Source: an optimization exercise on an open RTL-to-GDS flow (aim: small area, a short achievable clock period and few clock cycles per item). Production flows keep margins and buffers that such runs may drop. At most, simulation tests tie the RTL to the original design; equivalence was not proved. No functional check of the RTL was part of run 1.

==> flow/design.v, too long to show whole: its modules and the start of the top module <==
// module fp_mul_pipe: 2015 lines
// module fp_mul_benc: 18 lines
// module fp_mul_fa: 10 lines
// module fp_mul_ha: 9 lines
// module fp_mul_sched: 106 lines
// module fp_mul_sched_top: 33 lines
module fp_mul_sched_top (
    input  logic         clk,
    input  logic         reset_n,
    input  logic [3:0]   req_valid,
    input  logic [127:0] req_x,
    input  logic [127:0] req_y,
    output logic [3:0]   req_ready,
    output logic         res_valid,
    input  logic         res_ready,
    output logic [1:0]   res_id,
    output logic [31:0]  res_data,
    output logic [4:0]   res_flags,
    output logic         busy
);
  // ...
==> flow/flow/run.sh <==
#!/bin/bash
# Layout flow: the standard flow (standard.sh) with two changes after synthesis:
# the port buffers are the small sky130_fd_sc_hd__buf_1 instead of the delay cell
# buffer_ports picks by default, and timing repair may swap a cell for one with a
# different footprint (MATCH_CELL_FOOTPRINT=0), so those buffers can be resized.
# Synthesis is the standard one, unchanged. Each step's output goes to its own log here.
set -uo pipefail
bash standard.sh synth > synth.log 2>&1 || exit 1
bash standard.sh "BUFFER_PORTS_ARGS=-buffer_cell sky130_fd_sc_hd__buf_1" MATCH_CELL_FOOTPRINT=0 finish > layout.log 2>&1 || exit 1
==> flow/standard.sh <==
#!/bin/bash
# synth_recipe.tcl (not shown) runs the flow's synth.tcl, then flattens the netlist and writes it again
# the make line also repeats each setting of config.mk as NAME=value (left out here)
make -C /OpenROAD-flow-scripts/flow DESIGN_CONFIG=/design/flow/config.mk WORK_HOME=/design/flow/orfs CLKGATE_MAP_FILE= SYNTH_SCRIPT=/design/flow/synth_recipe.tcl "${@:-finish}"
==> flow/config.mk <==
export PLATFORM = sky130hd
export DESIGN_NAME = fp_mul_sched_top
export DESIGN_NICKNAME = fp_mul_sched_top
export VERILOG_FILES = /design/flow/design.v
export SDC_FILE = /design/flow/constraint.sdc
export NUM_CORES = 4
export LEC_CHECK = 0
export CAP_MARGIN = 20
export CORE_MARGIN = 2
export CORE_UTILIZATION = 40
export SETUP_SLACK_MARGIN = 3.5
export SLEW_MARGIN = 20
export SYNTH_HIERARCHICAL = 1
==> flow/constraint.sdc <==
create_clock -name core_clock -period 10.5 [get_ports {clk}]
set_input_delay 2.1000 -clock core_clock [delete_from_list [all_inputs] [get_ports {clk}]]
set_output_delay 2.1000 -clock core_clock [all_outputs]
set_load 0.01 [all_outputs]
==> results.py, run 1 <==
metrics = {
    "timing": {
        "slew_viol_final": 0,
        "holdWs_ns": 0.647,
        "max_freq_mhz": 144,
        "grt_setup_unrepaired": "true",
    },
    "synth": {
        "synth-async-reset-ratio_pct": 3.19,
        "synthXorXnorAreaFrac_pct": 13.9,
        "synth_top_area_share_pct": 24.0,
        "muxShareOfSynthArea_pct": 0.799,
        "yosys.area_share.simple_pct": 10.7,
    },
    "layout": {
        "instances_no_fill": 3141,
        "seq_share_pct": 11.8,
        "nets": 3119,
        "top_regs": "u_sched.u_mul.mq: 72 flops, u_sched.u_mul.e0_q: 8 flops",
        "syn_to_final_growth_pct": 10.4,
        "final_common_cell": "xnor2_1",
        "buffers": 384,
        "inverters": 134,
    },
    "routing": {
        "drt_wl_total_um": 79300,
        "vias": 19600,
        "first_iter_violations": 2010,
        "dr.max_layer_used": "met4",
        "vias_per_cell": 6.24,
    },
    "place": {
        "portBuffers": 307,
        "gp_congestion": 0.984,
    },
    "critical_path": {
        "end_kind": "flip-flop",
        "cpLargestDelayFamily": "adder cells",
        "r2r-end": "u_sched.u_mul.mq[43]$_DFFE_PP_",
        "cp_cell_sequence": "clkbuf_2 -> nand2b_1 -> a21oi_2 -> nor2_4 -> buf_4 -> a221o_2 -> buf_4 -> a22oi_1 -> xnor2_1 -> fa_1 -> fa_1 -> fa_1 -> fa_1 -> fa_1",
        "crit_type": "input port to flip-flop",
    },
    "global_routing": {
        "grtUsageTotal_pct": 27.8,
    },
    "die": {
        "die_w_um": 236,
        "tap_cells": 696,
    },
    "clock_network": {
        "clock_latency_ns": 0.40,
    },
    "outcome": {
        "status": "no timing/DRC/antenna violations",
    },
}
==> module fp_mul_sched, before the edit <==
module fp_mul_sched
#(
    parameter int EXP  = FP_EXP_DEF,
    parameter int MAN  = FP_MAN_DEF,
    parameter int BITS = MAN + EXP + 1,
    parameter int BIAS = 2 ** (EXP - 1) - 1,
    parameter int NREQ = 4,    
    localparam int IDW = (NREQ > 1) ? $clog2(NREQ) : 1
) (
    input  logic                      clk,
    input  logic                      reset_n,
    input  logic [NREQ-1:0]           req_valid,
    input  logic [NREQ-1:0][BITS-1:0] req_x,
    input  logic [NREQ-1:0][BITS-1:0] req_y,
    output logic [NREQ-1:0]           req_ready,
    output logic                      res_valid,
    input  logic                      res_ready,
    output logic [IDW-1:0]            res_id,
    output logic [BITS-1:0]           res_data,
    output logic [FLAGS_W-1:0]        res_flags,
    output logic                      busy
);
    logic [IDW-1:0]     last_q;
    logic               vld_q;
    logic [IDW-1:0]     id_q;
    logic [NREQ-1:0]    gnt;        
    logic [IDW-1:0]     gnt_idx;
    logic               accept;     
    logic [BITS-1:0]    x_sel;
    logic [BITS-1:0]    mul_data;
    logic [FLAGS_W-1:0] mul_flags;
    always_comb begin
        logic [3:0] v;
        v = req_valid;
        unique case (last_q)
            2'd0:    gnt = v[1] ? 4'b0010 : v[2] ? 4'b0100 : v[3] ? 4'b1000 : v[0] ? 4'b0001 : 4'b0000;
            2'd1:    gnt = v[2] ? 4'b0100 : v[3] ? 4'b1000 : v[0] ? 4'b0001 : v[1] ? 4'b0010 : 4'b0000;
            2'd2:    gnt = v[3] ? 4'b1000 : v[0] ? 4'b0001 : v[1] ? 4'b0010 : v[2] ? 4'b0100 : 4'b0000;
            default: gnt = v[0] ? 4'b0001 : v[1] ? 4'b0010 : v[2] ? 4'b0100 : v[3] ? 4'b1000 : 4'b0000;
        endcase
        gnt_idx = {gnt[3] | gnt[2], gnt[3] | gnt[1]};
    end
    assign accept    = !vld_q || res_ready;
    assign req_ready = accept ? gnt : '0;
    logic [NREQ-1:0][11:0] l_one, l_two, l_neg;
    logic [NREQ-1:0]       l_nz;
    logic [11:0]           one_sel, two_sel, neg_sel;
    logic                  nz_sel;
    logic [8:0]            yse_sel;
    for (genvar i = 0; i < NREQ; i++) begin : g_enc
        fp_mul_benc u_enc (
            .m   (req_y[i][22:0]),
            .one (l_one[i]),
            .two (l_two[i]),
            .neg (l_neg[i]),
            .nz  (l_nz[i])
        );
    end
    always_comb begin
        x_sel   = '0;
        yse_sel = '0;
        one_sel = '0;
        two_sel = '0;
        neg_sel = '0;
        nz_sel  = 1'b0;
        for (int i = 0; i < NREQ; i++) begin
            x_sel   = x_sel   | (req_x[i] & {BITS{gnt[i]}});
            yse_sel = yse_sel | (req_y[i][31:23] & {9{gnt[i]}});
            one_sel = one_sel | (l_one[i] & {12{gnt[i]}});
            two_sel = two_sel | (l_two[i] & {12{gnt[i]}});
            neg_sel = neg_sel | (l_neg[i] & {12{gnt[i]}});
            nz_sel  = nz_sel  | (l_nz[i] & gnt[i]);
        end
    end
    fp_mul_pipe u_mul (
        .clk     (clk),
        .en_i    (accept),
        .x_i     (x_sel),
        .yse_i   (yse_sel),
        .ymz_i   (nz_sel),
        .bone_i  (one_sel),
        .btwo_i  (two_sel),
        .bneg_i  (neg_sel),
        .data_o  (mul_data),
        .flags_o (mul_flags)
    );
    always_ff @(posedge clk or negedge reset_n) begin
        if (!reset_n) begin
            vld_q  <= 1'b0;
            last_q <= IDW'(NREQ - 1);
        end else begin
            if (accept) vld_q <= |gnt;
            if (accept && |gnt) last_q <= gnt_idx;
        end
    end
    always_ff @(posedge clk) begin
        if (accept) begin
            id_q    <= gnt_idx;
        end
    end
    assign res_valid = vld_q;
    assign res_id    = id_q;
    assign res_data  = mul_data;
    assign res_flags = mul_flags;
    assign busy      = vld_q;
endmodule
==> inputs of run 2 (changes only) <==
--- a/flow/design.v
+++ b/flow/design.v
@@ -25,9 +25,5 @@
     input  logic               en_i,
     input  logic [31:0]        x_i,
-    input  logic [8:0]         yse_i,    
-    input  logic               ymz_i,    
-    input  logic [11:0]        bone_i,   
-    input  logic [11:0]        btwo_i,   
-    input  logic [11:0]        bneg_i,   
+    input  logic [31:0]        y_i,
     output logic [31:0]        data_o,
     output logic [FLAGS_W-1:0] flags_o
@@ -948,16 +944,13 @@
     logic        unf0_q, unf1_q, ovf0_q, ovf1_q;
     assign a = {1'b1, x_i[22:0]};
-    assign b = '0;
-    assign one = bone_i;
-    assign two = btwo_i;
-    assign neg = bneg_i;
+    assign b = {1'b1, y_i[22:0]};
     always_comb begin
-        zero_c = (x_i[30:23] == 8'd0) || (yse_i[7:0] == 8'd0);
+        zero_c = (x_i[30:23] == 8'd0) || (y_i[30:23] == 8'd0);
         nan_c  = !zero_c && ((x_i[30:23] == 8'hFF && x_i[22:0] != 23'd0) ||
-                             (yse_i[7:0] == 8'hFF && ymz_i));
-        inf_c  = !zero_c && !nan_c && (x_i[30:23] == 8'hFF || yse_i[7:0] == 8'hFF);
-        sgn_c  = x_i[31] ^ yse_i[8];
-        esum_c  = {2'b00, x_i[30:23]} + {2'b00, yse_i[7:0]} - 10'd127;
-        esum1_c = {2'b00, x_i[30:23]} + {2'b00, yse_i[7:0]} - 10'd126;
+                             (y_i[30:23] == 8'hFF && y_i[22:0] != 23'd0));
+        inf_c  = !zero_c && !nan_c && (x_i[30:23] == 8'hFF || y_i[30:23] == 8'hFF);
+        sgn_c  = x_i[31] ^ y_i[31];
+        esum_c  = {2'b00, x_i[30:23]} + {2'b00, y_i[30:23]} - 10'd127;
+        esum1_c = {2'b00, x_i[30:23]} + {2'b00, y_i[30:23]} - 10'd126;
         e0_c    = esum_c[7:0];
         unf0_c  = !zero_c && !nan_c && !inf_c && (esum_c[9] || esum_c == 10'd0);
@@ -966,4 +959,7 @@
         ovf1_c  = !zero_c && !nan_c && !inf_c && !esum1_c[9] && (esum1_c[8] || esum1_c[7:0] == 8'hFF);
     end
+    assign one[0] = b[0] ^ 1'b0;
+    assign two[0] = (b[1] & ~b[0] & ~1'b0) | (~b[1] & b[0] & 1'b0);
+    assign neg[0] = b[1] & ~(b[0] & 1'b0);
     assign pp0_0 = ((one[0] & a[0])) ^ neg[0];
     assign pp0_1 = ((one[0] & a[1]) | (two[0] & a[0])) ^ neg[0];
@@ -992,4 +988,7 @@
     assign pp0_24 = ((two[0] & a[23])) ^ neg[0];
     assign nneg0 = ~neg[0];
+    assign one[1] = b[2] ^ b[1];
+    assign two[1] = (b[3] & ~b[2] & ~b[1]) | (~b[3] & b[2] & b[1]);
+    assign neg[1] = b[3] & ~(b[2] & b[1]);
     assign pp1_0 = ((one[1] & a[0])) ^ neg[1];
     assign pp1_1 = ((one[1] & a[1]) | (two[1] & a[0])) ^ neg[1];
@@ -1018,4 +1017,7 @@
     assign pp1_24 = ((two[1] & a[23])) ^ neg[1];
     assign nneg1 = ~neg[1];
+    assign one[2] = b[4] ^ b[3];
+    assign two[2] = (b[5] & ~b[4] & ~b[3]) | (~b[5] & b[4] & b[3]);
+    assign neg[2] = b[5] & ~(b[4] & b[3]);
     assign pp2_0 = ((one[2] & a[0])) ^ neg[2];
     assign pp2_1 = ((one[2] & a[1]) | (two[2] & a[0])) ^ neg[2];
@@ -1044,4 +1046,7 @@
     assign pp2_24 = ((two[2] & a[23])) ^ neg[2];
     assign nneg2 = ~neg[2];
+    assign one[3] = b[6] ^ b[5];
+    assign two[3] = (b[7] & ~b[6] & ~b[5]) | (~b[7] & b[6] & b[5]);
+    assign neg[3] = b[7] & ~(b[6] & b[5]);
     assign pp3_0 = ((one[3] & a[0])) ^ neg[3];
     assign pp3_1 = ((one[3] & a[1]) | (two[3] & a[0])) ^ neg[3];
@@ -1070,4 +1075,7 @@
     assign pp3_24 = ((two[3] & a[23])) ^ neg[3];
     assign nneg3 = ~neg[3];
+    assign one[4] = b[8] ^ b[7];
+    assign two[4] = (b[9] & ~b[8] & ~b[7]) | (~b[9] & b[8] & b[7]);
+    assign neg[4] = b[9] & ~(b[8] & b[7]);
     assign pp4_0 = ((one[4] & a[0])) ^ neg[4];
     assign pp4_1 = ((one[4] & a[1]) | (two[4] & a[0])) ^ neg[4];
@@ -1096,4 +1104,7 @@
     assign pp4_24 = ((two[4] & a[23])) ^ neg[4];
     assign nneg4 = ~neg[4];
+    assign one[5] = b[10] ^ b[9];
+    assign two[5] = (b[11] & ~b[10] & ~b[9]) | (~b[11] & b[10] & b[9]);
+    assign neg[5] = b[11] & ~(b[10] & b[9]);
     assign pp5_0 = ((one[5] & a[0])) ^ neg[5];
     assign pp5_1 = ((one[5] & a[1]) | (two[5] & a[0])) ^ neg[5];
@@ -1122,4 +1133,7 @@
     assign pp5_24 = ((two[5] & a[23])) ^ neg[5];
     assign nneg5 = ~neg[5];
+    assign one[6] = b[12] ^ b[11];
+    assign two[6] = (b[13] & ~b[12] & ~b[11]) | (~b[13] & b[12] & b[11]);
+    assign neg[6] = b[13] & ~(b[12] & b[11]);
     assign pp6_0 = ((one[6] & a[0])) ^ neg[6];
     assign pp6_1 = ((one[6] & a[1]) | (two[6] & a[0])) ^ neg[6];
@@ -1148,4 +1162,7 @@
     assign pp6_24 = ((two[6] & a[23])) ^ neg[6];
     assign nneg6 = ~neg[6];
+    assign one[7] = b[14] ^ b[13];
+    assign two[7] = (b[15] & ~b[14] & ~b[13]) | (~b[15] & b[14] & b[13]);
+    assign neg[7] = b[15] & ~(b[14] & b[13]);
     assign pp7_0 = ((one[7] & a[0])) ^ neg[7];
     assign pp7_1 = ((one[7] & a[1]) | (two[7] & a[0])) ^ neg[7];
@@ -1174,4 +1191,7 @@
     assign pp7_24 = ((two[7] & a[23])) ^ neg[7];
     assign nneg7 = ~neg[7];
+    assign one[8] = b[16] ^ b[15];
+    assign two[8] = (b[17] & ~b[16] & ~b[15]) | (~b[17] & b[16] & b[15]);
+    assign neg[8] = b[17] & ~(b[16] & b[15]);
     assign pp8_0 = ((one[8] & a[0])) ^ neg[8];
     assign pp8_1 = ((one[8] & a[1]) | (two[8] & a[0])) ^ neg[8];
@@ -1200,4 +1220,7 @@
     assign pp8_24 = ((two[8] & a[23])) ^ neg[8];
     assign nneg8 = ~neg[8];
+    assign one[9] = b[18] ^ b[17];
+    assign two[9] = (b[19] & ~b[18] & ~b[17]) | (~b[19] & b[18] & b[17]);
+    assign neg[9] = b[19] & ~(b[18] & b[17]);
     assign pp9_0 = ((one[9] & a[0])) ^ neg[9];
     assign pp9_1 = ((one[9] & a[1]) | (two[9] & a[0])) ^ neg[9];
@@ -1226,4 +1249,7 @@
     assign pp9_24 = ((two[9] & a[23])) ^ neg[9];
     assign nneg9 = ~neg[9];
+    assign one[10] = b[20] ^ b[19];
+    assign two[10] = (b[21] & ~b[20] & ~b[19]) | (~b[21] & b[20] & b[19]);
+    assign neg[10] = b[21] & ~(b[20] & b[19]);
     assign pp10_0 = ((one[10] & a[0])) ^ neg[10];
     assign pp10_1 = ((one[10] & a[1]) | (two[10] & a[0])) ^ neg[10];
@@ -1252,4 +1278,7 @@
     assign pp10_24 = ((two[10] & a[23])) ^ neg[10];
     assign nneg10 = ~neg[10];
+    assign one[11] = b[22] ^ b[21];
+    assign two[11] = (b[23] & ~b[22] & ~b[21]) | (~b[23] & b[22] & b[21]);
+    assign neg[11] = b[23] & ~(b[22] & b[21]);
     assign pp11_0 = ((one[11] & a[0])) ^ neg[11];
     assign pp11_1 = ((one[11] & a[1]) | (two[11] & a[0])) ^ neg[11];
@@ -2036,22 +2065,4 @@
     end
 endmodule
-module fp_mul_benc (
-    input  logic [22:0] m,
-    output logic [11:0] one,
-    output logic [11:0] two,
-    output logic [11:0] neg,
-    output logic        nz
-);
-    logic [24:0] b;
-    assign b  = {1'b1, m, 1'b0};    
-    assign nz = m != 23'd0;
-    always_comb begin
-        for (int k = 0; k < 12; k++) begin
-            one[k] = b[2*k+1] ^ b[2*k];
-            two[k] = (b[2*k+2] & ~b[2*k+1] & ~b[2*k]) | (~b[2*k+2] & b[2*k+1] & b[2*k]);
-            neg[k] = b[2*k+2] & ~(b[2*k+1] & b[2*k]);
-        end
-    end
-endmodule
 module fp_mul_fa (
     input  logic a,
@@ -2102,5 +2113,5 @@
     logic [IDW-1:0]     gnt_idx;
     logic               accept;     
-    logic [BITS-1:0]    x_sel;
+    logic [BITS-1:0]    x_sel, y_sel;
     logic [BITS-1:0]    mul_data;
     logic [FLAGS_W-1:0] mul_flags;
@@ -2118,32 +2129,10 @@
     assign accept    = !vld_q || res_ready;
     assign req_ready = accept ? gnt : '0;
-    logic [NREQ-1:0][11:0] l_one, l_two, l_neg;
-    logic [NREQ-1:0]       l_nz;
-    logic [11:0]           one_sel, two_sel, neg_sel;
-    logic                  nz_sel;
-    logic [8:0]            yse_sel;
-    for (genvar i = 0; i < NREQ; i++) begin : g_enc
-        fp_mul_benc u_enc (
-            .m   (req_y[i][22:0]),
-            .one (l_one[i]),
-            .two (l_two[i]),
-            .neg (l_neg[i]),
-            .nz  (l_nz[i])
-        );
-    end
     always_comb begin
-        x_sel   = '0;
-        yse_sel = '0;
-        one_sel = '0;
-        two_sel = '0;
-        neg_sel = '0;
-        nz_sel  = 1'b0;
+        x_sel = '0;
+        y_sel = '0;
         for (int i = 0; i < NREQ; i++) begin
-            x_sel   = x_sel   | (req_x[i] & {BITS{gnt[i]}});
-            yse_sel = yse_sel | (req_y[i][31:23] & {9{gnt[i]}});
-            one_sel = one_sel | (l_one[i] & {12{gnt[i]}});
-            two_sel = two_sel | (l_two[i] & {12{gnt[i]}});
-            neg_sel = neg_sel | (l_neg[i] & {12{gnt[i]}});
-            nz_sel  = nz_sel  | (l_nz[i] & gnt[i]);
+            x_sel = x_sel | (req_x[i] & {BITS{gnt[i]}});
+            y_sel = y_sel | (req_y[i] & {BITS{gnt[i]}});
         end
     end
@@ -2152,9 +2141,5 @@
         .en_i    (accept),
         .x_i     (x_sel),
-        .yse_i   (yse_sel),
-        .ymz_i   (nz_sel),
-        .bone_i  (one_sel),
-        .btwo_i  (two_sel),
-        .bneg_i  (neg_sel),
+        .y_i     (y_sel),
         .data_o  (mul_data),
         .flags_o (mul_flags)
--- a/flow/config.mk
+++ b/flow/config.mk
@@ -6,8 +6,9 @@
 export NUM_CORES = 4
 export LEC_CHECK = 0
+export ABC_AREA = 1
 export CAP_MARGIN = 20
 export CORE_MARGIN = 2
 export CORE_UTILIZATION = 40
-export SETUP_SLACK_MARGIN = 3.5
+export SETUP_SLACK_MARGIN = 3.0
 export SLEW_MARGIN = 20
 export SYNTH_HIERARCHICAL = 1
==> run 2 against run 1 <==
Effect of this change: die area is 9.0% lower; critical path depth is 3 higher; core utilization hardly changed; largest cell class unchanged.
==> results.py, run 2 <==
metrics = {
    "critical_path": {
        "cpLargestDelayFamily": "adder cells",
        "critPathSlowestCell": "fa_1",
        "regToRegStartpoint": "u_sched.last_q[0]$_DFFE_PN1P_",
        "cpPeakStageDelay_ns": 0.61,
        "cp_max_fo": 35,
        "rr_worst_depth": 17,
        "worst-path-buf-inv": 4,
        "crit_type": "input port to flip-flop",
        "r2r-end": "u_sched.u_mul.mq[29]$_DFFE_PP_",
        "end_kind": "flip-flop",
        "cp_cell_sequence": "buf_1 -> nand3_1 -> nand2_2 -> nor2_4 -> buf_6 -> nand2_1 -> nand4_1 -> inv_1 -> ha_1 -> clkinvlp_4 -> o22ai_1 -> xor2_1 -> fa_1 -> fa_1 -> fa_1 -> fa_1 -> fa_1",
        "cp-start-kind": "input port",
        "cp.arrival_ns": 7.42,
        "cp_common_cell": "fa_1",
        "cp.required_ns": 10.61,
        "crit_path_start": "req_valid[1]",
        "reg2reg_slack_ns": 4.32,
    },
    "worst_hold_path": {
        "hp-start": "u_sched.last_q[0]$_DFFE_PN1P_",
        "min_path_cells": 2,
        "hp-class": "flip-flop to flip-flop",
        "whs_endpoint": "u_sched.last_q[0]$_DFFE_PN1P_",
    },
    "clock_network": {
        "cts_buffers": 9,
        "clock_latency_ns": 0.39,
        "cts_tree": "built",
        "htreeDepth": 3,
        "clk_pin_slew_ns": 0.09,
        "clock_sinks": 94,
        "clock-root-buffer": "clkbuf_16",
        "clockBufferDepth": 2,
    },
    "outcome": {
        "status": "no timing/DRC/antenna violations",
    },
    "timing": {
        "hold_viol": 0,
        "period_needed_ns": 7.31,
        "slew_headroom_pct": 25.8,
        "slew_viol_final": 0,
        "final.setup.worst_slack_ns": 3.19,
        "grt_setup_unrepaired": "true",
        "max_slew.worst_pin.slew_ns": 1.11,
        "finalClockSkew_ns": 0.0202,
        "setup_viol": 0,
        "setup_tns_ns": 0,
        "fin_crit_sh_pct": 69.6,
        "max_freq_mhz": 137,
    },
    "layout": {
        "layout_common_cells": "nand2_1, buf_1, xor2_1, o22ai_1, fa_1",
        "top_regs": "u_sched.u_mul.mq: 72 flops, u_sched.u_mul.e0_q: 8 flops",
        "largest_register_ffs": 72,
        "n_antenna_cell": 0,
        "final_layout_size_suffix_gt1_share_pct": 6.62,
        "instances_no_fill": 3161,
        "nets": 3177,
        "syn_to_final_growth_pct": 10.4,
        "largest-register": "u_sched.u_mul.mq",
        "final_common_cell": "nand2_1",
    },
    "place": {
        "dp_cells": 3126,
        "gp_congestion": 0.951,
        "portBuffers": 307,
        "dp_worst_setup_slack_ns": 2.16,
        "hpwl_um": 50500,
    },
    "die": {
        "io_pins": 308,
        "die_height_um": 226,
        "die-area_um2": 50900,
        "die_w_um": 226,
        "rows": 81,
        "core_um2": 48600,
        "initial_core_util_pct": 40.4,
    },
    "synth": {
        "syn_nets": 2965,
        "synth-async-reset-ratio_pct": 3.19,
        "synth.distinct_cells": 47,
        "synth_most_common_cell": "nand2_1",
        "synth_top_area_share_pct": 26.4,
        "netlist_area_um2": 19600,
        "netlist_instances": 2322,
        "ys_seq_area_share_pct": 14.3,
        "yosys_most_used_dff": "edfxtp_1",
        "yosys_warnings": 8,
        "synth_area_leaders": "fa_1, edfxtp_1, xor2_1",
        "yosys-top-cells-count": "nand2_1, xor2_1, o22ai_1",
        "synth_edf_count": 91,
        "ys_ff_latch": 94,
        "syn_avg_cell_area_um2": 8.45,
        "synth_top_cell_by_area": "fa_1",
    },
    "global_routing": {
        "grt-ovfl-total": 0,
        "grtUsageTotal_pct": 26.9,
        "grt_max_degree": 80,
        "use_met1_pct": 34.7,
        "grt.met3_usage_pct": 6.74,
        "use_met2_pct": 43.2,
        "top_usage_layer": "met2",
        "grt_pass1_vias": 18300,
        "antenna_found_initial": 0,
        "grt_pass1_wl_um": 104000,
    },
    "routing": {
        "wl_per_cell_um": 21.7,
        "first_iter_violations": 1733,
        "drt_wl_total_um": 68600,
        "drtAntennaViolNets": 0,
        "drtPass1Iterations": 6,
        "vias_per_cell": 5.73,
        "drc_errors": 0,
        "vias": 18100,
    },
    "flow_run": {
        "maxCapViolCount": 0,
    },
}
## run 2: worst max-delay path by stage
stage	cells past startpoint	slack, ns	to
final	17	3.19	u_sched.u_mul.mq[29]$_DFFE_PP_
after global routing	19	3.02	u_sched.u_mul.lcq$_DFFE_PP_
after CTS	20	3.02	u_sched.u_mul.lcq$_DFFE_PP_
after detailed placement	20	2.16	u_sched.u_mul.lcq$_DFFE_PP_
after global placement	18	2.34	u_sched.u_mul.mq[29]$_DFFE_PP_
after floorplan	17	3.60	u_sched.u_mul.mq[15]$_DFFE_PP_
## run 2: cell families after synthesis
group | Yosys count | share of synthesized area, %
AND/OR/NAND/NOR | 772 | 17.4
XOR/XNOR | 332 | 14.8
adder cells (fa/ha/maj) | 380 | 34.1
flip-flops | 94 | 14.3
AO/OA/AOI/OAI | 365 | 11.3
other | 1 | 0.0191
buffers and inverters | 378 | 8.04
## run 2: Yosys stat by module, one instance, submodules excluded, excerpt
module,flip-flops and latches,cells inside
fp_mul_fa,0,1
fp_mul_ha,0,1
fp_mul_pipe,89,1636
## run 2: worst register-to-register path, delay by kind of cell (launching register included)
| kind | cells | cell delay [ns] |
|---|---|---|
| AO/OA/AOI/OAI | 1 | 0.21 |
| XOR/XNOR | 1 | 0.24 |
| adder cells (fa/ha/maj) | 6 | 2.92 |
| buffers and inverters | 4 | 0.86 |
| flip-flops | 1 | 0.59 |
| AND/OR/NAND/NOR | 5 | 1.09 |
## run 2: what timing repair did
item | CTS | global route
hold buffers | 0 | 0
gates cloned | 3 | 4
gates resized for setup | 9 | 27
setup buffers | 0 | 12
pin swaps | 1 | 0
endpoints found under the setup margin | 42 | 42
## run 2: final cells by class
type / instances / area, um2
inverter: 217 / 862
multi-input combinational: 1851 / 15300
fill: 4887 / 27000
sequential: 94 / 2810
tap: 622 / 778
timing repair buffer: 355 / 1550
clock buffer: 9 / 225
timing repair inverter: 6 / 35.0
clock inverter: 7 / 86.3
## run 2: layer usage
| layer | routed length [um] | part of all wire (%) | vias up |
|---|---|---|---|
| li1 | - | - | 8170 |
| met1 | 28100 | 41 | 8670 |
| met2 | 30900 | 45 | 1122 |
| met3 | 7090 | 10 | 155 |
| met4 | 2560 | 3.7 | 0 |
| met5 | 0 | 0 | - |
## run 2: through the flow
stage	instance area (um2)	hold WS [ns]	util (%)
finish	21700	0.506	44.6
floorplan	19600	0.455	-
global placement	21100	0.483	43.4
CTS	21500	0.500	44.1
global route	21700	0.547	44.6
detailed placement	21100	0.488	43.4
Testbench counts of run 2, summed over its fixed seeds: cycles 2,056, items 2,048.
==> inputs of run 3 (changes only) <==
--- a/flow/config.mk
+++ b/flow/config.mk
@@ -6,5 +6,4 @@
 export NUM_CORES = 4
 export LEC_CHECK = 0
-export ABC_AREA = 1
 export CAP_MARGIN = 20
 export CORE_MARGIN = 2
==> run 3 against run 2 <==
Effect of this change: cell area is 0.65% higher; die area is 1.1% higher; maximum frequency is 0.88% lower; first-iteration DRC count is 5.3% higher; critical path type unchanged.
==> results.py, run 3 <==
metrics = {
    "synth": {
        "netlist_area_um2": 19900,
        "yosys_warnings": 8,
        "syn_nets": 2682,
        "ys_seq_area_share_pct": 14.2,
        "synth-async-reset-ratio_pct": 3.19,
        "synth_most_common_cell": "xnor2_1",
        "ys_ff_latch": 94,
        "synth_top_area_share_pct": 26.1,
        "synth_area_leaders": "fa_1, edfxtp_1, xnor2_1",
        "synth.distinct_cells": 77,
        "yosys-top-cells-count": "xnor2_1, fa_1, a22oi_1",
        "syn_avg_cell_area_um2": 9.74,
        "synth_top_cell_by_area": "fa_1",
        "synth_edf_count": 91,
        "yosys_most_used_dff": "edfxtp_1",
        "netlist_instances": 2039,
    },
    "critical_path": {
        "cp.required_ns": 10.62,
        "cp_max_fo": 43,
        "cp-start-kind": "input port",
        "end_kind": "flip-flop",
        "cp.arrival_ns": 7.49,
        "crit_type": "input port to flip-flop",
        "rr_worst_depth": 14,
    },
    "global_routing": {
        "grt-ovfl-total": 0,
        "grtUsageTotal_pct": 27.4,
        "antenna_found_initial": 1,
        "grt_pass1_vias": 17800,
        "grt_max_degree": 74,
        "grt_pass1_wl_um": 106000,
    },
    "routing": {
        "drt_wl_total_um": 70500,
        "wl_per_cell_um": 24.6,
        "drtPass1Iterations": 6,
        "drtAntennaViolNets": 0,
        "drc_errors": 0,
        "vias_per_cell": 6.07,
        "vias": 17400,
        "first_iter_violations": 1825,
    },
    "clock_network": {
        "holdBufCountCts": 0,
        "clock-root-buffer": "clkbuf_16",
        "clk_pin_slew_ns": 0.08,
        "cts_buffers": 9,
        "postCtsSetupBuffers": 0,
        "htreeDepth": 3,
        "cts_tree": "built",
        "clockBufferDepth": 2,
        "clock_sinks": 94,
        "clock_latency_ns": 0.40,
    },
    "layout": {
        "layout_common_cells": "buf_1, xnor2_1, fa_1, a22oi_1, ha_1",
        "final_layout_size_suffix_gt1_share_pct": 5.90,
        "instances_no_fill": 2868,
        "final_common_cell": "buf_1",
        "nets": 2840,
        "syn_to_final_growth_pct": 9.88,
        "largest-register": "u_sched.u_mul.mq",
        "top_regs": "u_sched.u_mul.mq: 72 flops, u_sched.u_mul.e0_q: 8 flops",
        "fill_cells": 4748,
        "largest_register_ffs": 72,
    },
    "place": {
        "dp_worst_setup_slack_ns": 2.25,
        "hpwl_um": 51300,
        "portBuffers": 307,
        "dp_cells": 2848,
        "gp_congestion": 0.972,
    },
    "outcome": {
        "status": "no timing/DRC/antenna violations",
    },
    "die": {
        "die-area_um2": 51400,
        "initial_core_util_pct": 40.6,
        "die_height_um": 227,
        "die_w_um": 227,
        "core_um2": 49000,
        "io_pins": 308,
        "rows": 81,
    },
    "timing": {
        "hold_viol": 0,
        "setup_tns_ns": 0,
        "max_slew.worst_pin.slew_ns": 0.947,
        "finalClockSkew_ns": 0.0167,
        "max_freq_mhz": 136,
        "slew_headroom_pct": 36.9,
        "fin_crit_sh_pct": 70.2,
        "period_needed_ns": 7.37,
        "final.setup.worst_slack_ns": 3.13,
        "setup_viol": 0,
        "grt_setup_unrepaired": "true",
        "slew_viol_final": 0,
    },
    "flow_run": {
        "maxCapViolCount": 0,
    },
    "worst_hold_path": {
        "min_path_cells": 2,
        "hp-class": "flip-flop to flip-flop",
    },
}
==> run 3: cell types whose count changed in the layout (fill, tap and decap cells not counted), moves of 26 or more <==
cell	before	now
nand2_1	487	68
o22ai_1	263	5
xnor2_1	30	287
xor2_1	302	47
a22oi_1	1	243
inv_1	183	108
nand4_1	82	12
o2bb2ai_1	0	64
a221o_1	0	52
a21oi_1	36	71
nor2_2	28	2
==> run 3: worst max-delay path: stages <==
cell and delay, ns:
buf_1 0.29, nor2_1 0.09, a221o_1 0.38, and2_4 0.27, buf_8 0.22, a221o_1 0.54
ha_1 0.26, nand2b_1 0.33, bufinv_16 0.40, xnor2_1 0.13, fa_1 0.57, fa_1 0.45
fa_1 0.42, fa_1 0.57, fa_1 0.43
==> run 3: repair_timing <==
item / CTS / global route
pin swaps: 0 / 2
gates cloned: 0 / 2
endpoints found under the setup margin: 41 / 40
gates resized for setup: 21 / 45
endpoints found under the hold margin: 0 / 0
==> run 3: kinds of logic after synthesis <==
kind of cell,count (synthesis),synth area share (%)
muxes,21,1.07
other,1,0.0189
buffers and inverters,335,7.07
adders and majority gates,380,33.7
and+or+nand+nor,311,7.96
DFF,94,14.2
AOI/OAI and AO/OA,563,21.3
xor gates and xnor gates,334,14.7
==> run 3: final cells by class <==
cell class,instances,area [um2],area share (%)
Inverter,121,558,2.56
Tap cell,664,831,3.81
Clock inverter,5,42.5,0.195
Sequential cell,94,2810,12.9
Multi-Input combinational cell,1612,15800,72.3
Antenna cell,2,5.00,0.0229
Clock buffer,11,233,1.07
Timing Repair Buffer,359,1570,7.20
==> run 3: path summary, 6_finish.rpt <==
path	from	to	slack [ns]
setup / recovery	req_valid[2]	u_sched.u_mul.mq[29]$_DFFE_PP_	3.13
hold reg to reg	u_sched.last_q[1]$_DFFE_PN1P_	u_sched.last_q[1]$_DFFE_PN1P_	0.60
hold / removal	u_sched.last_q[1]$_DFFE_PN1P_	u_sched.last_q[1]$_DFFE_PN1P_	0.60
setup reg to reg	u_sched.last_q[1]$_DFFE_PN1P_	u_sched.u_mul.mq[29]$_DFFE_PP_	4.46
max in group asynchronous	reset_n	u_sched.last_q[0]$_DFFE_PN1P_	8.74
min in group asynchronous	reset_n	u_sched.vld_q$_DFFE_PN0N_	1.51
==> run 3: modules after synthesis, one instance, submodules excluded, a selection <==
module / flip-flops and latches / cells / copies in the design
fp_mul_fa: 0 / 1 / 256
fp_mul_ha: 0 / 1 / 30
fp_mul_pipe: 89 / 1467 / 1
==> run 3: routing by layer <==
| layer | wire length (um) | global-route usage [%] | share of wire (%) |
|---|---|---|---|
| met1 | 28300 | 35.7 | 40 |
| met2 | 32600 | 43.8 | 46 |
| met3 | 6370 | 4.72 | 9.0 |
| met4 | 3100 | 13.6 | 4.4 |
| met5 | 0 | 0 | 0 |
==> run 3: metrics by stage <==
stage / hold WS, ns / area, um2 / util (%)
5_1_grt: 0.614 / 21800 / 44.6
3_3_place_gp: 0.563 / 21300 / 43.5
3_5_place_dp: 0.583 / 21300 / 43.5
2_1_floorplan: 0.568 / 19900 / -
4_1_cts: 0.598 / 21600 / 44.2
6_report: 0.604 / 21800 / 44.6
==> inputs of run 4 (changes only) <==
--- a/flow/config.mk
+++ b/flow/config.mk
@@ -9,5 +9,5 @@
 export CORE_MARGIN = 2
 export CORE_UTILIZATION = 40
-export SETUP_SLACK_MARGIN = 3.0
+export SETUP_SLACK_MARGIN = 3.5
 export SLEW_MARGIN = 20
 export SYNTH_HIERARCHICAL = 1
==> run 4 against run 3 <==
Effect of this change: critical path type unchanged; first-iteration DRC count rose by 14%; worst setup slack improved by 0.40 ns; clock skew fell by 0.0021 ns; still clean on timing, DRC and antenna; largest cell class unchanged; routed wire length increased by 5.2%.
==> results.py, run 4 <==
metrics = {
    "synth": {
        "synth_edf_count": 91,
        "synth_most_common_cell": "xnor2_1",
        "yosys_most_used_dff": "edfxtp_1",
        "netlist_instances": 2039,
        "syn_avg_cell_area_um2": 9.74,
        "ys_seq_area_share_pct": 14.2,
        "synth-async-reset-ratio_pct": 3.19,
        "ys_ff_latch": 94,
        "syn_nets": 2682,
        "synth_top_area_share_pct": 26.1,
        "synth_top_cell_by_area": "fa_1",
        "synth_area_leaders": "fa_1, edfxtp_1, xnor2_1",
        "yosys_warnings": 8,
        "netlist_area_um2": 19900,
        "yosys-top-cells-count": "xnor2_1, fa_1, a22oi_1",
        "synth.distinct_cells": 77,
    },
    "routing": {
        "wl_per_cell_um": 25.4,
        "drc_errors": 0,
        "first_iter_violations": 2081,
        "drtPass1Iterations": 6,
        "drt_wl_total_um": 74100,
        "drtAntennaViolNets": 0,
        "vias": 17900,
        "vias_per_cell": 6.14,
    },
    "flow_run": {
        "maxCapViolCount": 0,
    },
    "critical_path": {
        "cp_max_fo": 9,
        "crit_type": "input port to flip-flop",
        "critPathSlowestCell": "fa_1",
        "cp.arrival_ns": 7.09,
        "cp_cell_sequence": "clkbuf_4 -> nor2_1 -> a221o_2 -> and2_4 -> a221o_2 -> or3_4 -> o21ai_4 -> buf_12 -> clkbuf_2 -> a22oi_1 -> xnor2_1 -> fa_1 -> fa_1 -> fa_1 -> fa_1 -> fa_2",
        "cp.required_ns": 10.62,
        "cp_common_cell": "fa_1",
        "cpPeakStageDelay_ns": 0.61,
        "cp-start-kind": "input port",
        "worst-path-buf-inv": 3,
        "reg2reg_slack_ns": 4.68,
        "cpLargestDelayFamily": "adder cells",
        "end_kind": "flip-flop",
    },
    "layout": {
        "syn_to_final_growth_pct": 15.2,
        "fill_cells": 4621,
        "final_common_cell": "buf_1",
        "layout_common_cells": "buf_1, xnor2_1, fa_1, a22oi_1, ha_1",
        "largest_register_ffs": 72,
        "nets": 2889,
        "largest-register": "u_sched.u_mul.mq",
        "top_regs": "u_sched.u_mul.mq: 72 flops, u_sched.u_mul.e0_q: 8 flops",
        "final_layout_size_suffix_gt1_share_pct": 10.0,
    },
    "clock_network": {
        "clock-root-buffer": "clkbuf_16",
        "holdBufCountCts": 0,
        "clock_latency_ns": 0.39,
        "htreeDepth": 3,
        "cts_tree": "built",
        "cts_buffers": 9,
        "clockBufferDepth": 2,
        "clock_sinks": 94,
        "clk_pin_slew_ns": 0.08,
    },
    "global_routing": {
        "grtUsageTotal_pct": 28.2,
        "antenna_found_initial": 2,
        "grt_pass1_vias": 18200,
        "grt-ovfl-total": 0,
        "grt_max_degree": 87,
        "grt_pass1_wl_um": 109000,
    },
    "die": {
        "rows": 81,
        "core_um2": 49000,
        "die_height_um": 227,
        "io_pins": 308,
        "die-area_um2": 51400,
        "initial_core_util_pct": 40.6,
        "die_w_um": 227,
    },
    "timing": {
        "slew_viol_final": 0,
        "slew_headroom_pct": 43.8,
        "setup_viol": 0,
        "setup_tns_ns": 0,
        "finalClockSkew_ns": 0.0146,
        "grt_setup_unrepaired": "true",
        "fin_crit_sh_pct": 66.4,
        "hold_viol": 0,
        "period_needed_ns": 6.97,
        "max_slew.worst_pin.slew_ns": 0.844,
        "holdWs_ns": 0.665,
        "max_freq_mhz": 144,
    },
    "place": {
        "portBuffers": 307,
        "gp_congestion": 0.940,
        "hpwl_um": 51000,
    },
    "worst_hold_path": {
        "hp-class": "flip-flop to flip-flop",
    },
    "outcome": {
        "status": "no timing/DRC/antenna violations",
    },
}
[run 4: cell counts after synthesis]
Identical to the previous run, type by type.
[run 4: worst paths after layout]
| path | startpoint | end | cells past startpoint |
|---|---|---|---|
| hold reg to reg | u_sched.last_q[0]$_DFFE_PN1P_ | u_sched.last_q[0]$_DFFE_PN1P_ | 2 |
| hold / removal | u_sched.last_q[0]$_DFFE_PN1P_ | u_sched.last_q[0]$_DFFE_PN1P_ | 2 |
| setup reg to reg | u_sched.last_q[1]$_DFFE_PN1P_ | u_sched.u_mul.mq[39]$_DFFE_PP_ | 15 |
| max in group asynchronous | reset_n | u_sched.last_q[0]$_DFFE_PN1P_ | 1 |
| min in group asynchronous | reset_n | u_sched.vld_q$_DFFE_PN0N_ | 1 |
| setup / recovery | req_valid[2] | u_sched.u_mul.mq[39]$_DFFE_PP_ | 16 |
[run 4: stage by stage]
stage / cell area (um2) / cells / util, % / setup slack (ns)
final: 22900 / 2917 / 46.7 / 3.53
after global routing: 22900 / 2917 / 46.7 / 3.47
after CTS: 22200 / 2881 / 45.4 / 3.49
after detailed placement: 21300 / 2844 / 43.5 / 2.01
after global placement: 21300 / 2844 / 43.5 / 2.08
after floorplan: 20000 / 2039 / - / 3.48
[run 4: worst min-delay path, stage by stage (launching register included)]
cell     delay [ns]
dfstp_2        0.44
a21oi_1        0.13
o21ai_0        0.09
[run 4: logic make-up (layout without fill, tap and decap cells)]
kind of cell / after synthesis / in the layout / share of synthesized area [%]
AOI/OAI and AO/OA: 563 / 566 / 21.3
xor gates and xnor gates: 334 / 334 / 14.7
adders and majority gates: 380 / 380 / 33.7
buffers and inverters: 335 / 540 / 7.07
DFF: 94 / 94 / 14.2
muxes: 21 / 21 / 1.07
other: 1 / 3 / 0.0189
and+or+nand+nor: 311 / 315 / 7.96
[run 4: what timing repair did]
item | CTS | global route
resized for setup | 117 | 83
setup endpoints to repair | 69 | 39
pin swaps | 5 | 26
gates cloned | 11 | 13
setup buffers | 10 | 21
[run 4: layout make-up]
cell class / count / area [um2] / share of cell area [%]
Antenna cell: 2 / 5.00 / 0.0219
Multi-Input combinational cell: 1617 / 16100 / 70.2
Tap cell: 664 / 831 / 3.63
Sequential cell: 94 / 2810 / 12.3
Clock inverter: 7 / 78.8 / 0.345
Timing Repair Buffer: 394 / 2080 / 9.11
Inverter: 121 / 703 / 3.07
Timing Repair inverter: 9 / 78.8 / 0.345
Clock buffer: 9 / 225 / 0.984
[run 4: routing by layer]
layer  vias up  global-route usage (%)  part of all wire, %
met5         -                       0                    0
met1      8940                    35.8                   39
met3       168                    6.32                   10
met4         0                    13.3                  4.7
li1       7711                       -                    -
met2      1102                    45.3                   46
[run 4: modules after synthesis (local to each module, per instance), excerpt]
| module | cells | times used | flip-flops and latches | area [um2] |
|---|---|---|---|---|
| fp_mul_pipe | 1467 | 1 | 89 | 12200 |
| fp_mul_ha | 1 | 30 | 0 | 12.5 |
| fp_mul_fa | 1 | 256 | 0 | 20.0 |
==> inputs of run 5 (changes only) <==
--- a/flow/config.mk
+++ b/flow/config.mk
@@ -6,7 +6,9 @@
 export NUM_CORES = 4
 export LEC_CHECK = 0
+export ABC_AREA = 1
 export CAP_MARGIN = 20
 export CORE_MARGIN = 2
 export CORE_UTILIZATION = 40
+export PLACE_DENSITY = 0.8
 export SETUP_SLACK_MARGIN = 3.5
 export SLEW_MARGIN = 20
==> run 5 against run 4 <==
Effect of this change: global-route usage down 2.2 points; synthesized cell count up 14%; cell count up 11%; hold slack worse by 0.17 ns; first-iteration DRC count up 36%; synthesized area down 1.1%; register-to-register slack better by 0.09 ns; maximum frequency up 0.56%; critical path depth up 1; clock skew up 0.0046 ns; sequential share of layout area up 0.20 points; die area down 1.1%.
==> results.py, run 5 <==
metrics = {
    "synth": {
        "synth_most_common_cell": "nand2_1",
        "ys_ff_latch": 94,
        "synth_area_leaders": "fa_1, edfxtp_1, xor2_1",
        "netlist_instances": 2322,
        "yosys_warnings": 8,
        "ys_seq_area_share_pct": 14.3,
        "synth-async-reset-ratio_pct": 3.19,
        "synth.distinct_cells": 47,
        "yosys_most_used_dff": "edfxtp_1",
        "syn_nets": 2965,
        "synth_top_area_share_pct": 26.4,
        "netlist_area_um2": 19600,
        "yosys-top-cells-count": "nand2_1, xor2_1, o22ai_1",
        "synth_top_cell_by_area": "fa_1",
        "synth_edf_count": 91,
        "syn_avg_cell_area_um2": 8.45,
    },
    "timing": {
        "setup_viol": 0,
        "period_needed_ns": 6.93,
        "max_slew.worst_pin.slew_ns": 0.965,
        "setup_tns_ns": 0,
        "fin_crit_sh_pct": 66.0,
        "finalClockSkew_ns": 0.0193,
        "hold_viol": 0,
        "holdWs_ns": 0.494,
        "slew_headroom_pct": 35.7,
        "slew_viol_final": 0,
        "max_freq_mhz": 144,
        "grt_setup_unrepaired": "false",
    },
    "critical_path": {
        "critPathSlowestCell": "fa_1",
        "reg2reg_slack_ns": 4.77,
        "regToRegStartpoint": "u_sched.last_q[1]$_DFFE_PN1P_",
        "r2r-end": "u_sched.u_mul.mq[39]$_DFFE_PP_",
        "rr_worst_depth": 17,
        "cp_common_cell": "fa_1",
        "cp.required_ns": 10.60,
        "end_kind": "flip-flop",
        "cp_cell_sequence": "buf_1 -> a21oi_2 -> nand2_2 -> nor2_4 -> buf_4 -> buf_4 -> nand2_1 -> nand4_1 -> clkinvlp_4 -> buf_12 -> o21ai_0 -> xor2_1 -> fa_1 -> fa_1 -> fa_1 -> fa_1 -> fa_1",
        "cp_max_fo": 22,
        "cpPeakStageDelay_ns": 0.61,
        "cp.arrival_ns": 7.03,
        "crit_type": "input port to flip-flop",
        "crit_path_start": "req_valid[2]",
        "cp-start-kind": "input port",
    },
    "die": {
        "die_height_um": 226,
        "core_um2": 48600,
        "die-area_um2": 50900,
        "die_w_um": 226,
        "rows": 81,
        "io_pins": 308,
        "initial_core_util_pct": 40.4,
    },
    "layout": {
        "final_layout_size_suffix_gt1_share_pct": 10.2,
        "nets": 3252,
        "largest-register": "u_sched.u_mul.mq",
        "layout_common_cells": "nand2_1, buf_1, xor2_1, o22ai_1, fa_1",
        "syn_to_final_growth_pct": 14.7,
        "postLayoutCellArea_um2": 22500,
        "final_common_cell": "nand2_1",
        "largest_register_ffs": 72,
        "top_regs": "u_sched.u_mul.mq: 72 flops, u_sched.u_mul.e0_q: 8 flops",
        "n_antenna_cell": 0,
        "fill_cells": 4551,
    },
    "global_routing": {
        "grt_pass1_vias": 18700,
        "grt_pass1_wl_um": 103000,
        "grtUsageTotal_pct": 25.9,
        "grt_max_degree": 73,
        "grt-ovfl-total": 0,
        "antenna_found_initial": 0,
    },
    "flow_run": {
        "maxCapViolCount": 0,
    },
    "place": {
        "hpwl_um": 48100,
        "gp_congestion": 0.979,
        "dpl_cell_area_um2": 21100,
        "portBuffers": 307,
    },
    "clock_network": {
        "clock_sinks": 94,
        "clk_pin_slew_ns": 0.08,
        "clockBufferDepth": 2,
        "holdBufCountCts": 0,
        "clock-root-buffer": "clkbuf_16",
        "cts_tree": "built",
        "clock_latency_ns": 0.37,
        "cts_buffers": 9,
        "htreeDepth": 3,
    },
    "worst_hold_path": {
        "whs_endpoint": "u_sched.last_q[0]$_DFFE_PN1P_",
        "hp-class": "flip-flop to flip-flop",
        "hp-start": "u_sched.last_q[0]$_DFFE_PN1P_",
        "min_path_cells": 2,
    },
    "routing": {
        "vias_per_cell": 6.00,
        "drc_errors": 0,
        "drtAntennaViolNets": 0,
        "first_iter_violations": 2835,
        "vias": 19400,
        "drt_wl_total_um": 69200,
        "wl_per_cell_um": 21.4,
        "drtPass1Iterations": 6,
    },
    "outcome": {
        "status": "no timing/DRC/antenna violations",
    },
}
run 5: per-stage QoR:
stage	std cells	setup slack (ns)	utilization, %
after global routing	3236	3.44	46.3
after global placement	3130	2.37	43.4
after CTS	3164	3.51	44.5
after floorplan	2322	3.60	-
final	3236	3.57	46.3
after detailed placement	3130	2.24	43.4
run 5: how the worst max path moves through the flow:
stage	endpoint
detailed placement	u_sched.u_mul.lcq$_DFFE_PP_
floorplan	u_sched.u_mul.mq[15]$_DFFE_PP_
global placement	u_sched.u_mul.lcq$_DFFE_PP_
CTS	u_sched.u_mul.mq[39]$_DFFE_PP_
global route	u_sched.u_mul.mq[29]$_DFFE_PP_
finish	u_sched.u_mul.mq[39]$_DFFE_PP_
run 5: kinds of logic after synthesis:
| group | synth area share [%] |
|---|---|
| AND/OR/NAND/NOR | 17.4 |
| adder cells (fa/ha/maj) | 34.1 |
| buffers and inverters | 8.04 |
| AO/OA/AOI/OAI | 11.3 |
| XOR/XNOR | 14.8 |
| flip-flops | 14.3 |
| other | 0.0191 |
run 5: final cells by class:
| type | count | area, um2 | area share, % |
|---|---|---|---|
| Multi-Input combinational cell | 1853 | 15500 | 68.7 |
| Sequential cell | 94 | 2810 | 12.5 |
| Timing Repair Buffer | 417 | 2150 | 9.57 |
| Inverter | 217 | 913 | 4.06 |
| Tap cell | 622 | 778 | 3.46 |
| Clock buffer | 10 | 229 | 1.02 |
| Timing Repair inverter | 17 | 105 | 0.467 |
| Clock inverter | 6 | 52.6 | 0.233 |
run 5: worst max-delay path: cells and delay by family:
kind,cells,cell delay [ns]
XOR/XNOR,1,0.24
AO/OA/AOI/OAI,2,0.39
adder cells (fa/ha/maj),5,2.45
buffers and inverters,5,1.04
AND/OR/NAND/NOR,4,0.80
run 5: timing repair:
action | CTS | global route
endpoints found under the setup margin | 60 | 47
pin swaps | 1 | 22
buffers inserted | 8 | 58
gates cloned | 10 | 14
gates resized for setup | 39 | 67
run 5: Yosys stat by module, one instance, submodules excluded, excerpt:
module	flip-flops and latches	cells inside	times used	cell area [um2]
fp_mul_fa	0	1	256	20.0
fp_mul_ha	0	1	30	12.5
fp_mul_pipe	89	1636	1	12200
run 5: layer usage:
metal  vias to the layer above  GRT usage [%]  wire length (um)
met1                      9016           33.0             25200
met3                       403           7.37              9960
li1                       8321              -                 -
met4                         0           14.1              4600
met2                      1674           39.8             29400
met5                         -              0                 0
==> inputs of run 6 (changes only) <==
--- a/flow/config.mk
+++ b/flow/config.mk
@@ -10,5 +10,4 @@
 export CORE_MARGIN = 2
 export CORE_UTILIZATION = 40
-export PLACE_DENSITY = 0.8
 export SETUP_SLACK_MARGIN = 3.5
 export SLEW_MARGIN = 20
==> run 6 against run 5 <==
Effect of this change: die area is the same; via count is 4.3% lower; first-iteration DRC count is 26% lower; synthesized area is the same; highest routed layer unchanged; critical path type unchanged; still clean; critical endpoint is now u_sched.u_mul.mq[29]$_DFFE_PP_; routed wire length grew 3.9%; synthesized cell count unchanged; maximum frequency shrank 0.13%; sequential share of layout area barely moved.
==> results.py, run 6 <==
metrics = {
    "timing": {
        "slew_headroom_pct": 28.6,
        "setup_viol": 0,
        "slew_viol_final": 0,
        "hold_viol": 0,
        "max_freq_mhz": 144,
        "max_slew.worst_pin.slew_ns": 1.07,
        "finalClockSkew_ns": 0.0220,
        "fin_crit_sh_pct": 66.1,
        "period_needed_ns": 6.94,
        "grt_setup_unrepaired": "false",
        "setup_tns_ns": 0,
    },
    "synth": {
        "synth-async-reset-ratio_pct": 3.19,
        "synth_most_common_cell": "nand2_1",
        "netlist_area_um2": 19600,
        "synth_top_cell_by_area": "fa_1",
        "synth_edf_count": 91,
        "syn_nets": 2965,
        "syn_avg_cell_area_um2": 8.45,
        "yosys-top-cells-count": "nand2_1, xor2_1, o22ai_1",
        "netlist_instances": 2322,
        "synth_area_leaders": "fa_1, edfxtp_1, xor2_1",
        "yosys_most_used_dff": "edfxtp_1",
        "yosys_warnings": 8,
        "synth.distinct_cells": 47,
        "ys_ff_latch": 94,
        "ys_seq_area_share_pct": 14.3,
        "synth_top_area_share_pct": 26.4,
    },
    "layout": {
        "syn_to_final_growth_pct": 14.6,
        "layout_common_cells": "nand2_1, buf_1, xor2_1, o22ai_1, fa_1",
        "instances_no_fill": 3230,
        "n_antenna_cell": 0,
        "largest_register_ffs": 72,
        "finish.utilization_pct": 46.2,
        "top_regs": "u_sched.u_mul.mq: 72 flops, u_sched.u_mul.e0_q: 8 flops",
        "final_layout_size_suffix_gt1_share_pct": 10.1,
        "postLayoutCellArea_um2": 22500,
        "largest-register": "u_sched.u_mul.mq",
        "final_common_cell": "nand2_1",
        "nets": 3246,
    },
    "die": {
        "die_height_um": 226,
        "initial_core_util_pct": 40.4,
        "io_pins": 308,
        "core_um2": 48600,
        "rows": 81,
        "die_w_um": 226,
        "die-area_um2": 50900,
    },
    "place": {
        "portBuffers": 307,
        "hpwl_um": 50500,
        "dp_cells": 3126,
        "dpl_cell_area_um2": 21100,
        "gp_congestion": 0.951,
    },
    "global_routing": {
        "use_met1_pct": 35.9,
        "grt_pass1_vias": 18600,
        "grt.met3_usage_pct": 7.93,
        "grt_max_degree": 80,
        "grt_pass1_wl_um": 107000,
        "antenna_found_initial": 1,
        "top_usage_layer": "met2",
        "grt-ovfl-total": 0,
        "use_met2_pct": 43.6,
        "grtUsageTotal_pct": 27.8,
    },
    "routing": {
        "drt_wl_total_um": 71900,
        "vias_per_cell": 5.75,
        "drc_errors": 0,
        "first_iter_violations": 2109,
        "drtPass1Iterations": 5,
        "drtAntennaViolNets": 0,
        "wl_per_cell_um": 22.3,
        "vias": 18600,
    },
    "critical_path": {
        "reg2reg_slack_ns": 4.77,
        "crit_type": "input port to flip-flop",
        "regToRegStartpoint": "u_sched.last_q[0]$_DFFE_PN1P_",
        "cp-start-kind": "input port",
        "cp_max_fo": 15,
        "end_kind": "flip-flop",
        "rr_worst_depth": 14,
        "cp.arrival_ns": 7.05,
        "cp.required_ns": 10.61,
        "r2r-end": "u_sched.u_mul.mq[29]$_DFFE_PP_",
        "cp_common_cell": "fa_1",
        "setup.worst_path.end": "u_sched.u_mul.mq[29]$_DFFE_PP_",
        "cp_cell_sequence": "buf_1 -> inv_1 -> a21oi_2 -> nand2_4 -> nor2_4 -> nand2_1 -> nand4_1 -> clkinvlp_4 -> o22ai_1 -> xor2_1 -> fa_1 -> fa_1 -> fa_1 -> fa_1 -> fa_1",
        "crit_path_start": "req_valid[0]",
        "critPathSlowestCell": "fa_1",
        "cpPeakStageDelay_ns": 0.61,
    },
    "clock_network": {
        "clock-root-buffer": "clkbuf_16",
        "clockBufferDepth": 2,
        "cts_buffers": 9,
        "holdBufCountCts": 0,
        "cts_tree": "built",
        "clock_sinks": 94,
        "clock_latency_ns": 0.39,
        "clk_pin_slew_ns": 0.09,
        "htreeDepth": 3,
    },
    "outcome": {
        "status": "no timing/DRC/antenna violations",
    },
    "worst_hold_path": {
        "hp-class": "flip-flop to flip-flop",
    },
    "flow_run": {
        "maxCapViolCount": 0,
    },
}
-- run 6: changes by cell type in the layout (fill, tap and decap cells not counted), moves of 3 or more --
cell / delta
inv_1: -3
buf_4: -8
nand2_2: -3
inv_2: +5
clkinv_8: +3
fa_1: +3
fa_2: -3
buf_6: +5
-- run 6: critical path, delay by kind of cell --
kind            cells  cell delay, ns
buf+inv             3            0.76
fa+ha+maj           5            2.43
simple gates        4            1.09
compound gates      2            0.42
xor+xnor            1            0.22
-- run 6: cell type report --
class | count | area, um2
Timing Repair Buffer | 412 | 2100
Tap cell | 622 | 778
Inverter | 217 | 893
Timing Repair inverter | 17 | 109
Sequential cell | 94 | 2810
Clock inverter | 7 | 86.3
Fill cell | 4774 | 26200
Clock buffer | 9 | 225
Multi-Input combinational cell | 1852 | 15500
-- run 6: through the flow --
stage	setup slack [ns]	hold slack [ns]
after floorplan	3.60	0.455
after global placement	2.34	0.483
after detailed placement	2.16	0.488
after CTS	3.49	0.500
after global routing	3.47	0.547
final	3.56	0.502
-- run 6: Yosys stat by module, one instance, submodules excluded, excerpt --
module       cells  area (um2)
fp_mul_pipe   1636       12200
fp_mul_fa        1        20.0
fp_mul_ha        1        12.5
-- run 6: routing by layer --
metal  routed length [um]  share of wire (%)
met2                31800                 44
met3                 8210                 11
met5                    0                  0
met4                 3130                4.3
met1                28800                 40
-- run 6: how the worst min path moves through the flow --
stage	from	endpoint	cells after the start
global placement	u_sched.last_q[0]$_DFFE_PN1P_	u_sched.last_q[0]$_DFFE_PN1P_	2
detailed placement	u_sched.last_q[0]$_DFFE_PN1P_	u_sched.last_q[0]$_DFFE_PN1P_	2
global route	u_sched.last_q[0]$_DFFE_PN1P_	u_sched.last_q[0]$_DFFE_PN1P_	2
finish	u_sched.last_q[0]$_DFFE_PN1P_	u_sched.last_q[0]$_DFFE_PN1P_	2
floorplan	u_sched.last_q[0]$_DFFE_PN1P_	u_sched.last_q[0]$_DFFE_PN1P_	2
CTS	u_sched.last_q[0]$_DFFE_PN1P_	u_sched.last_q[0]$_DFFE_PN1P_	2
-- run 6: kinds of logic after synthesis --
family	synth area share [%]
other	0.0191
buffers and inverters	8.04
and+or+nand+nor	17.4
AOI/OAI and AO/OA	11.3
DFF	14.3
adders and majority gates	34.1
xor gates and xnor gates	14.8
-- run 6: timing repair --
| item | 4_1_cts | 5_1_grt |
|---|---|---|
| resized for setup | 58 | 48 |
| buffers inserted | 30 | 37 |
| pin swaps | 5 | 10 |
| setup endpoints to repair | 66 | 49 |
| gates cloned | 14 | 7 |
==> inputs of run 7 (changes only) <==
--- a/flow/config.mk
+++ b/flow/config.mk
@@ -10,5 +10,5 @@
 export CORE_MARGIN = 2
 export CORE_UTILIZATION = 40
-export SETUP_SLACK_MARGIN = 3.5
+export SETUP_SLACK_MARGIN = 4.0
 export SLEW_MARGIN = 20
 export SYNTH_HIERARCHICAL = 1
==> run 7 against run 6 <==
Effect of this change: sequential share of layout area is 0.94 points lower; synthesized cell count stayed put; die area stayed put.
==> results.py, run 7 <==
metrics = {
    "timing": {
        "max_freq_mhz": 151,
        "grt_setup_unrepaired": "true",
        "setup_viol": 0,
        "slew_headroom_pct": 43.4,
        "hold_viol": 0,
        "slew_viol_final": 0,
        "finalClockSkew_ns": 0.0207,
        "period_needed_ns": 6.63,
        "setup_tns_ns": 0,
        "max_slew.worst_pin.slew_ns": 0.849,
        "final.setup.worst_slack_ns": 3.87,
        "fin_crit_sh_pct": 63.1,
    },
    "synth": {
        "synth-async-reset-ratio_pct": 3.19,
        "synth.distinct_cells": 47,
        "synth_top_area_share_pct": 26.4,
        "netlist_area_um2": 19600,
        "netlist_instances": 2322,
        "syn_avg_cell_area_um2": 8.45,
        "ys_seq_area_share_pct": 14.3,
        "synth_adder_area_share_pct": 34.1,
        "yosys_warnings": 8,
        "yosys_most_used_dff": "edfxtp_1",
        "syn_nets": 2965,
        "muxShareOfSynthArea_pct": 0,
        "synth-compound-area-share_pct": 11.3,
        "yosys-top-cells-count": "nand2_1, xor2_1, o22ai_1",
        "yosys.area_share.simple_pct": 17.4,
        "synth_area_leaders": "fa_1, edfxtp_1, xor2_1",
        "synth_most_common_cell": "nand2_1",
        "synthXorXnorAreaFrac_pct": 14.8,
        "synth_edf_count": 91,
        "ys_ff_latch": 94,
        "synth_top_cell_by_area": "fa_1",
        "synth_top_family_by_area": "adder cells",
    },
    "layout": {
        "seqCellArea_um2": 2810,
        "final_layout_size_suffix_gt1_share_pct": 17.5,
        "layout_common_cells": "nand2_1, buf_1, xor2_1, o22ai_1, fa_1",
        "largest-register": "u_sched.u_mul.mq",
        "top_regs": "u_sched.u_mul.mq: 72 flops, u_sched.u_mul.e0_q: 8 flops",
        "n_antenna_cell": 0,
        "final_common_cell": "nand2_1",
        "syn_to_final_growth_pct": 23.8,
        "largest_register_ffs": 72,
        "fill_cells": 4543,
        "finish.utilization_pct": 50.0,
        "nets": 3344,
        "multiInputGateArea_um2": 16000,
    },
    "clock_network": {
        "clk_pin_slew_ns": 0.08,
        "clock_latency_ns": 0.39,
        "clock-root-buffer": "clkbuf_16",
        "htreeDepth": 3,
        "clockBufferDepth": 2,
        "cts_tree": "built",
        "cts_buffers": 9,
        "holdBufCountCts": 0,
        "clock_sinks": 94,
    },
    "die": {
        "rows": 81,
        "die_w_um": 226,
        "io_pins": 308,
        "die-area_um2": 50900,
        "initial_core_util_pct": 40.4,
        "core_um2": 48600,
        "die_height_um": 226,
    },
    "place": {
        "dp_worst_setup_slack_ns": 2.14,
        "hpwl_um": 50500,
        "portBuffers": 307,
        "gp_congestion": 0.951,
    },
    "global_routing": {
        "grt-ovfl-total": 0,
        "antenna_found_initial": 0,
        "grt_max_degree": 55,
        "grt_pass1_vias": 19500,
        "grtUsageTotal_pct": 30.1,
        "grt_pass1_wl_um": 115000,
    },
    "routing": {
        "wl_per_cell_um": 23.6,
        "vias": 19500,
        "first_iter_violations": 2325,
        "drc_errors": 0,
        "drtAntennaViolNets": 0,
        "drtPass1Iterations": 8,
        "drt_wl_total_um": 78500,
        "vias_per_cell": 5.87,
    },
    "critical_path": {
        "cp.required_ns": 10.62,
        "end_kind": "flip-flop",
        "cp_max_fo": 12,
        "crit_type": "input port to flip-flop",
        "cp-start-kind": "input port",
        "cp.arrival_ns": 6.74,
    },
    "outcome": {
        "status": "no timing/DRC/antenna violations",
    },
    "flow_run": {
        "maxCapViolCount": 0,
    },
    "worst_hold_path": {
        "hp-class": "flip-flop to flip-flop",
    },
}
run 7: changes by cell type in the layout (fill, tap and decap cells not counted), moves of 11 or more:
cell,change
buf_12,+22
buf_4,+51
o21ai_0,-11
o22ai_2,+27
fa_2,+48
o22ai_1,-29
fa_1,-48
run 7: metrics by stage:
stage,hold slack (ns),std cells,cell area (um2)
6_report,0.521,3328,24300
5_1_grt,0.530,3328,24300
2_1_floorplan,0.455,2322,19800
3_3_place_gp,0.477,3125,21100
4_1_cts,0.510,3286,23300
3_5_place_dp,0.500,3125,21100
run 7: modules after synthesis, one instance, submodules excluded, excerpt:
module	cells inside	flops+latches	copies in the design	cell area, um2
fp_mul_ha	1	0	30	12.5
fp_mul_fa	1	0	256	20.0
fp_mul_pipe	1636	89	1	12200
run 7: routing by layer:
metal | up-vias | GRT usage [%] | share of wire (%)
li1 | 8494 | - | -
met1 | 9344 | 38.5 | 39
met5 | - | 0 | 0
met4 | 0 | 16.0 | 5.7
met2 | 1394 | 45.9 | 43
met3 | 308 | 9.06 | 12
run 7: repair_timing:
| item | CTS | global route |
|---|---|---|
| buffers inserted | 111 | 34 |
| pin swaps | 57 | 79 |
| setup endpoints to repair | 69 | 86 |
| endpoints found under the hold margin | 0 | 0 |
| gates resized for setup | 194 | 136 |
| gates cloned | 34 | 8 |
run 7: worst paths after layout:
check	start	to	slack, ns	cells past startpoint
min in group asynchronous	reset_n	u_sched.vld_q$_DFFE_PN0N_	1.50	1
min reg2reg	u_sched.last_q[0]$_DFFE_PN1P_	u_sched.last_q[0]$_DFFE_PN1P_	0.52	2
max in group asynchronous	reset_n	u_sched.last_q[0]$_DFFE_PN1P_	8.75	1
max reg2reg	u_sched.last_q[1]$_DFFE_PN1P_	u_sched.u_mul.mq[13]$_DFFE_PP_	4.93	15
max	req_valid[2]	u_sched.u_mul.mq[13]$_DFFE_PP_	3.87	15
min	u_sched.last_q[0]$_DFFE_PN1P_	u_sched.last_q[0]$_DFFE_PN1P_	0.52	2
run 7: cell families after synthesis:
group | Yosys count
buffers and inverters | 378
and+or+nand+nor | 772
DFF | 94
xor gates and xnor gates | 332
AOI/OAI and AO/OA | 365
other | 1
adders and majority gates | 380
run 7: area by class of cell:
cell class / instances / area share, %
clock buffers: 10 / 0.942
clock inverters: 6 / 0.206
inverters: 217 / 3.92
multi-input cells: 1853 / 66.0
flip-flops and latches: 94 / 11.6
well taps: 622 / 3.20
repair buffers: 502 / 13.5
repair inverters: 24 / 0.726
run 7: worst max-delay path: stages:
cell and delay [ns]:
buf_6 0.12, a21oi_4 0.16, nand2_4 0.10, buf_12 0.13, nor2_4 0.14, buf_4 0.15
nand2_1 0.04, nand4_1 0.45, clkinvlp_2 0.85, o22ai_1 0.38, xor2_1 0.21, fa_1 0.48
fa_1 0.45, fa_1 0.47, fa_1 0.50

[afterwards: timing with drivers on the ports]
The results above use ideal ports. As a check the final layouts listed here were re-extracted and re-timed, cells and wires unchanged.
Step 1 assumes that a clkbuf_16 drives the clock port and a buf_2 every other input.
Step 2 moves the port delays by t, midway between the first and last clock arrival at a register: inputs arrive t later, outputs are due t later. That takes back most of the time a late clock gives input paths.
a / b / c = ideal / step 1 / step 2; a / b = the first two.
run | shift t [ns] | slack for setup (ns) | clock arrival spread, ns | worst register clock-pin slew, ns
run 1 | 0.444 | 3.577 / 3.573 / 3.129 | 0.026 / 0.027 | 0.09 / 0.09
run 2 | 0.431 | 3.195 / 3.211 / 2.780 | 0.021 / 0.021 | 0.09 / 0.09
run 3 | 0.453 | 3.130 / 3.157 / 2.705 | 0.025 / 0.025 | 0.09 / 0.09
run 4 | 0.446 | 3.532 / 3.539 / 3.093 | 0.016 / 0.016 | 0.08 / 0.08
run 5 | 0.419 | 3.571 / 3.603 / 3.184 | 0.019 / 0.020 | 0.08 / 0.08
run 6 | 0.431 | 3.561 / 3.577 / 3.146 | 0.022 / 0.023 | 0.09 / 0.09
run 7 | 0.438 | 3.871 / 3.860 / 3.422 | 0.027 / 0.026 | 0.09 / 0.09
After both steps setup and hold are still met in every run listed. For run 7, which loses most, drivers alone change the setup slack by -0.011 ns; drivers and shift together by -0.449 ns.
